This is an optimization exercise on Yosys and OpenROAD, whose aim is small area, not a production implementation.
In this exercise RTL edits were held to simulation tests only and were not proved equivalent to the original.
The clock input has no modelled driver; a real chip could not lean on it and would need a root buffer or a full tree.
Power figures rest on the tool's default switching activity, not on a simulated workload.

==> trial 58: inputs <==
## clock_ctrl
module clock_ctrl (
  input  logic        clock,
  input  logic        rst_n,
  input  logic        lock_main,             
  input  logic        global_reset_en,       
  input  logic [3:0]  dps_fire,              
  input  logic [3:0]  dps_reset,             
  input  logic [3:0]  dps_lock,              
  input  logic [3:0]  psdone,                
  input  logic [31:0] dps_phase,             
  input  logic [6:0]  clock_sense_in,        
  output logic        global_reset,
  output logic        clock_lock_lost_err,
  output logic [3:0]  dps_busy,              
  output logic [3:0]  psen,                  
  output logic [3:0]  psincdec,              
  output logic [11:0] dps_sm_vec,            
  output logic [6:0]  clock_sense_ok         
);
  logic                        run_en;   
  logic [dps_pkg::NUM_DPS*dps_pkg::PHASE_W-1:0]  target;   
  reset_lock_ctrl u_reset_lock_ctrl (
    .clock               (clock),
    .rst_n               (rst_n),
  ...
clock: 6.0 ns
lec_check: 0
cap_margin: 0
core_margin: 2
core_utilization: 40
cts_buf_list: sky130_fd_sc_hd__clkbuf_8
slew_margin: 0
standard.sh (not shown) runs the stock make flow with config.mk's settings and CLKGATE_MAP_FILE= SYNTH_SCRIPT=/design/flow/synth_recipe.tcl, a recipe that flattens the netlist after the stock synthesis.
==> flow/flow/run.sh <==
#!/bin/bash
# Standard synthesis, then the combinational logic re-mapped by ABC for area with the scripts in
# flow/*.abc, keeping the smallest result; registers stay exactly as the standard synthesis made
# them. Then the standard layout with plain buf_1 port buffers and the clock tree of
# flow/manual_cts.tcl: the clock port drives four clkbuf_16, each driving the clock pins of one
# cluster of flip-flops. Each tool's output goes to its own log in this folder.
set -euo pipefail
W=$PWD
R=$W/orfs/results/sky130hd/clock_ctrl/base
EXTRA=("BUFFER_PORTS_ARGS=-buffer_cell sky130_fd_sc_hd__buf_1"
       "PRE_CTS_TCL=$W/flow/manual_cts.tcl"
       "MANUAL_CTS_BUF=sky130_fd_sc_hd__clkbuf_16"
       "MANUAL_CTS_LEAVES=4")
# Extra make settings, one VAR=value per line
if [[ -f "$W/flow/make_args.txt" ]]; then
  while IFS= read -r line; do [[ -n "$line" ]] && EXTRA+=("$line"); done < "$W/flow/make_args.txt"
fi
LIB=$FLOW_HOME/platforms/sky130hd/lib/sky130_fd_sc_hd__tt_025C_1v80.lib

bash standard.sh "${EXTRA[@]}" "$R/1_2_yosys.v" > standard_synth.log 2>&1
cp "$R/1_2_yosys.v" "$W/synth_standard.v"

SEQ=$(grep -oE 'sky130_fd_sc_hd__(e?s?df|dl)[a-z0-9_]+' "$W/synth_standard.v" | sort -u | tr '\n' ' ')
for S in "$W"/flow/*.abc; do
  N=$(basename "$S" .abc)
  cat > "$W/resynth_$N.ys" <<EOF
read_liberty -ignore_miss_func $LIB
read_verilog $W/synth_standard.v
hierarchy -top $FLOW_TOP
setattr -mod -set keep_hierarchy 1 $SEQ
flatten
blackbox $SEQ
opt_clean -purge
abc -liberty $LIB -dont_use *lpflow* -dont_use *probe* -script $S
opt_clean -purge
hilomap -singleton -hicell sky130_fd_sc_hd__conb_1 HI -locell sky130_fd_sc_hd__conb_1 LO
insbuf -buf sky130_fd_sc_hd__buf_4 A X
opt_clean -purge
select $FLOW_TOP
tee -o $W/resynth_$N.stat stat -liberty $LIB
write_verilog -selected -noattr -nohex -nodec $W/synth_$N.v
EOF
  yosys -s "$W/resynth_$N.ys" > "resynth_$N.log" 2>&1 &
done
wait
BEST=""; BESTA=""
for S in "$W"/flow/*.abc; do
  N=$(basename "$S" .abc)
  A=$(grep -m1 "Chip area for module" "$W/resynth_$N.stat" | awk '{print $NF}' || true)
  echo "$N $A" >> resynth_areas.log
  if [[ -n "$A" && -s "$W/synth_$N.v" ]]; then
    if [[ -z "$BESTA" ]] || awk "BEGIN{exit !($A < $BESTA)}"; then BEST=$N; BESTA=$A; fi
  fi
done
echo "best $BEST $BESTA" >> resynth_areas.log
cp "$W/synth_$BEST.v" "$R/1_2_yosys.v"

bash standard.sh "${EXTRA[@]}" finish > standard_flow.log 2>&1
==> flow/flow/manual_cts.tcl <==
# Clock tree built directly: the clock port drives a few leaf buffers, each placed at the
# centre of a cluster of flip-flops and driving that cluster's clock pins. Every flip-flop
# sits behind exactly one buffer. Replaces clock_tree_synthesis for this small design.
proc clock_tree_synthesis { args } {
  set db [ord::get_db]
  set block [ord::get_db_block]
  set nleaf [expr { [info exists ::env(MANUAL_CTS_LEAVES)] ? $::env(MANUAL_CTS_LEAVES) : 4 }]
  set bufname [expr { [info exists ::env(MANUAL_CTS_BUF)] ? $::env(MANUAL_CTS_BUF) : "sky130_fd_sc_hd__clkbuf_8" }]
  set master [$db findMaster $bufname]
  set clk_port [$block findBTerm clock]
  set clk_net [$clk_port getNet]
  set sinks {}
  set xs {}
  set ys {}
  foreach it [$clk_net getITerms] {
    set inst [$it getInst]
    set bb [$inst getBBox]
    lappend sinks $it
    lappend xs [expr { ([$bb xMin] + [$bb xMax]) / 2.0 }]
    lappend ys [expr { ([$bb yMin] + [$bb yMax]) / 2.0 }]
  }
  set n [llength $sinks]
  # Balanced k-means: seed centres by sorting on angle around the centroid, then iterate
  set cx 0.0; set cy 0.0
  foreach x $xs y $ys { set cx [expr { $cx + $x }]; set cy [expr { $cy + $y }] }
  set cx [expr { $cx / $n }]; set cy [expr { $cy / $n }]
  set order {}
  for { set i 0 } { $i < $n } { incr i } {
    lappend order [list $i [expr { atan2([lindex $ys $i] - $cy, [lindex $xs $i] - $cx) }]]
  }
  set order [lsort -real -index 1 $order]
  set assign [lrepeat $n 0]
  set per [expr { int(ceil(double($n) / $nleaf)) }]
  set k 0
  foreach o $order {
    lset assign [lindex $o 0] [expr { $k / $per }]
    incr k
  }
  for { set iter 0 } { $iter < 20 } { incr iter } {
    set mx [lrepeat $nleaf 0.0]; set my [lrepeat $nleaf 0.0]; set mc [lrepeat $nleaf 0]
    for { set i 0 } { $i < $n } { incr i } {
      set a [lindex $assign $i]
      lset mx $a [expr { [lindex $mx $a] + [lindex $xs $i] }]
      lset my $a [expr { [lindex $my $a] + [lindex $ys $i] }]
      lset mc $a [expr { [lindex $mc $a] + 1 }]
    }
    for { set a 0 } { $a < $nleaf } { incr a } {
      if { [lindex $mc $a] > 0 } {
        lset mx $a [expr { [lindex $mx $a] / [lindex $mc $a] }]
        lset my $a [expr { [lindex $my $a] / [lindex $mc $a] }]
      }
    }
    # Capacity-limited assignment: nearest centre with room, sinks taken by distance
    set cand {}
    for { set i 0 } { $i < $n } { incr i } {
      for { set a 0 } { $a < $nleaf } { incr a } {
        set d [expr { abs([lindex $xs $i] - [lindex $mx $a]) + abs([lindex $ys $i] - [lindex $my $a]) }]
        lappend cand [list $i $a $d]
      }
    }
    set cand [lsort -real -index 2 $cand]
    set done [lrepeat $n 0]
    set cnt [lrepeat $nleaf 0]
    foreach c $cand {
      lassign $c i a d
      if { [lindex $done $i] || [lindex $cnt $a] >= $per } { continue }
      lset assign $i $a
      lset done $i 1
      lset cnt $a [expr { [lindex $cnt $a] + 1 }]
    }
  }
  for { set a 0 } { $a < $nleaf } { incr a } {
    set inst [odb::dbInst_create $block $master "clkbuf_leaf_$a"]
    set net [odb::dbNet_create $block "clknet_leaf_$a"]
    $net setSigType CLOCK
    [$inst findITerm A] connect $clk_net
    [$inst findITerm X] connect $net
    set w [[$inst getMaster] getWidth]
    set h [[$inst getMaster] getHeight]
    $inst setLocation [expr { int([lindex $mx $a] - $w / 2) }] [expr { int([lindex $my $a] - $h / 2) }]
    $inst setPlacementStatus PLACED
    set leafnet($a) $net
  }
  for { set i 0 } { $i < $n } { incr i } {
    set it [lindex $sinks $i]
    $it disconnect
    $it connect $leafnet([lindex $assign $i])
  }
  $clk_net setSigType CLOCK
  set_propagated_clock [all_clocks]
  puts "manual CTS: $n sinks, $nleaf leaf buffers $bufname, per-leaf [lrepeat 1 $cnt]"
}
Other scripts of this flow, unchanged in this note and not shown: flow/flow/e.abc
==> build 19 (differences from trial 58) <==
--- a/flow/flow/run.sh
+++ b/flow/flow/run.sh
@@ -1,7 +1,6 @@
 #!/bin/bash
-# Standard synthesis, then the combinational logic re-mapped by ABC for area with the scripts in
-# flow/*.abc, keeping the smallest result; registers stay exactly as the standard synthesis made
-# them. Then the standard layout with plain buf_1 port buffers and the clock tree of
-# flow/manual_cts.tcl: the clock port drives four clkbuf_16, each driving the clock pins of one
-# cluster of flip-flops. Each tool's output goes to its own log in this folder.
+# Standard synthesis, then the combinational logic re-mapped by ABC for area with a few scripts
+# (flow/*.abc), keeping the smallest result; registers stay exactly as the standard synthesis
+# made them. Then the standard layout with plain buf_1 port buffers. Each tool's output goes to
+# its own log in this folder.
 set -euo pipefail
@@ -9,6 +8,3 @@
 R=$W/orfs/results/sky130hd/clock_ctrl/base
-EXTRA=("BUFFER_PORTS_ARGS=-buffer_cell sky130_fd_sc_hd__buf_1"
-       "PRE_CTS_TCL=$W/flow/manual_cts.tcl"
-       "MANUAL_CTS_BUF=sky130_fd_sc_hd__clkbuf_16"
-       "MANUAL_CTS_LEAVES=4")
+EXTRA=("BUFFER_PORTS_ARGS=-buffer_cell sky130_fd_sc_hd__buf_1")
 # Extra make settings, one VAR=value per line
==> flow/flow/d.abc (new file) <==
strash
&get -n
&st
&deepsyn -T 60 -S 3
&dch -f
&nf -R 1000 -a
&put
topo
stime -c
==> flow/flow/f.abc (new file) <==
strash
&get -n
&st
&deepsyn -T 60 -S 7
&dch
&nf -R 1000
&put
mfs3 -a
&get -n
&st
&dch
&nf -R 1000
&put
topo
stime -c
==> flow/flow/make_args.txt (new file) <==
CTS_ARGS=-sink_clustering_enable -repair_clock_nets -dont_use_dummy_load -buf_list sky130_fd_sc_hd__clkbuf_8
- CAP_MARGIN: 0 -> 20
- CORE_UTILIZATION: 40 -> 65
- SLEW_MARGIN: 0 -> 20
removed: flow/flow/manual_cts.tcl
==> trial 8 (differences from trial 58) <==
--- a/flow/flow/run.sh
+++ b/flow/flow/run.sh
@@ -1,7 +1,6 @@
 #!/bin/bash
-# Standard synthesis, then the combinational logic re-mapped by ABC for area with the scripts in
-# flow/*.abc, keeping the smallest result; registers stay exactly as the standard synthesis made
-# them. Then the standard layout with plain buf_1 port buffers and the clock tree of
-# flow/manual_cts.tcl: the clock port drives four clkbuf_16, each driving the clock pins of one
-# cluster of flip-flops. Each tool's output goes to its own log in this folder.
+# Standard synthesis, then the combinational logic re-mapped by ABC for area with a few scripts
+# (flow/*.abc), keeping the smallest result; registers stay exactly as the standard synthesis
+# made them. Then the standard layout with plain buf_1 port buffers. Each tool's output goes to
+# its own log in this folder.
 set -euo pipefail
- CAP_MARGIN: 0 -> 20
- SLEW_MARGIN: 0 -> 20
==> trial 88 (differences from trial 58) <==
- CAP_MARGIN: 0 -> 20
- SLEW_MARGIN: 0 -> 20
==> run notes <==
item                                                                  trial 8                 trial 88                 trial 58                 build 19
Setup crit start                                      u_clock_sense.fall_q[5]  u_clock_sense.fall_q[5]  u_clock_sense.fall_q[5]  u_clock_sense.fall_q[6]
M3 GR Usage                                                           0.01400                  0.01400                  0.01400                  0.05538
Post-layout util                                                       0.4600                   0.4600                   0.4600                   0.7452
Flop-to-flop setup slack                                              1.91 ns                  1.91 ns                  1.91 ns                  1.73 ns
Net Sw Power                                                         274.9 uW                 274.9 uW                 274.9 uW                 300.4 uW
Met2 Track Usage GR                                                    0.2622                   0.2622                   0.2622                   0.4381
Pin count of the biggest net entering global routing                       59                       59                       59                       33
Worst slack on hold paths                                           0.4051 ns                0.4051 ns                0.4051 ns                0.4081 ns
Outcome                                               complete, no violations  complete, no violations  complete, no violations  complete, no violations
Share of total power consumed by net switching                         0.2234                   0.2234                   0.2234                   0.2370
Maximum cell stage delay along the critical path                      0.41 ns                  0.41 ns                  0.41 ns                  0.40 ns
First-pass GRT wire length                                           18330 um                 18330 um                 18330 um                 18020 um
Worst slew margin relative to its limit                                0.4748                   0.4748                   0.4748                   0.4371
Overall via count from detail_route                                      4218                     4218                     4218                     4248
Post-Layout Cell Count                                                    786                      786                      786                      721
Sequential share of power                                               0.660                    0.660                    0.660                    0.640
Proportion of power drawn by the clock network                          0.250                    0.250                    0.250                    0.271
Net count, final                                                          675                      675                      675                      680
Critical path endpoint                                      clock_sense_ok[5]        clock_sense_ok[5]        clock_sense_ok[5]        clock_sense_ok[6]
Row cnt                                                                    41                       41                       41                       32
Final Power                                                          1.231 mW                 1.231 mW                 1.231 mW                 1.268 mW
Total number of tap cells                                                 172                      172                      172                      102
In trial 58, trial 8 and trial 88 the design's own scripts or RTL, not TritonCTS, make the clock network.
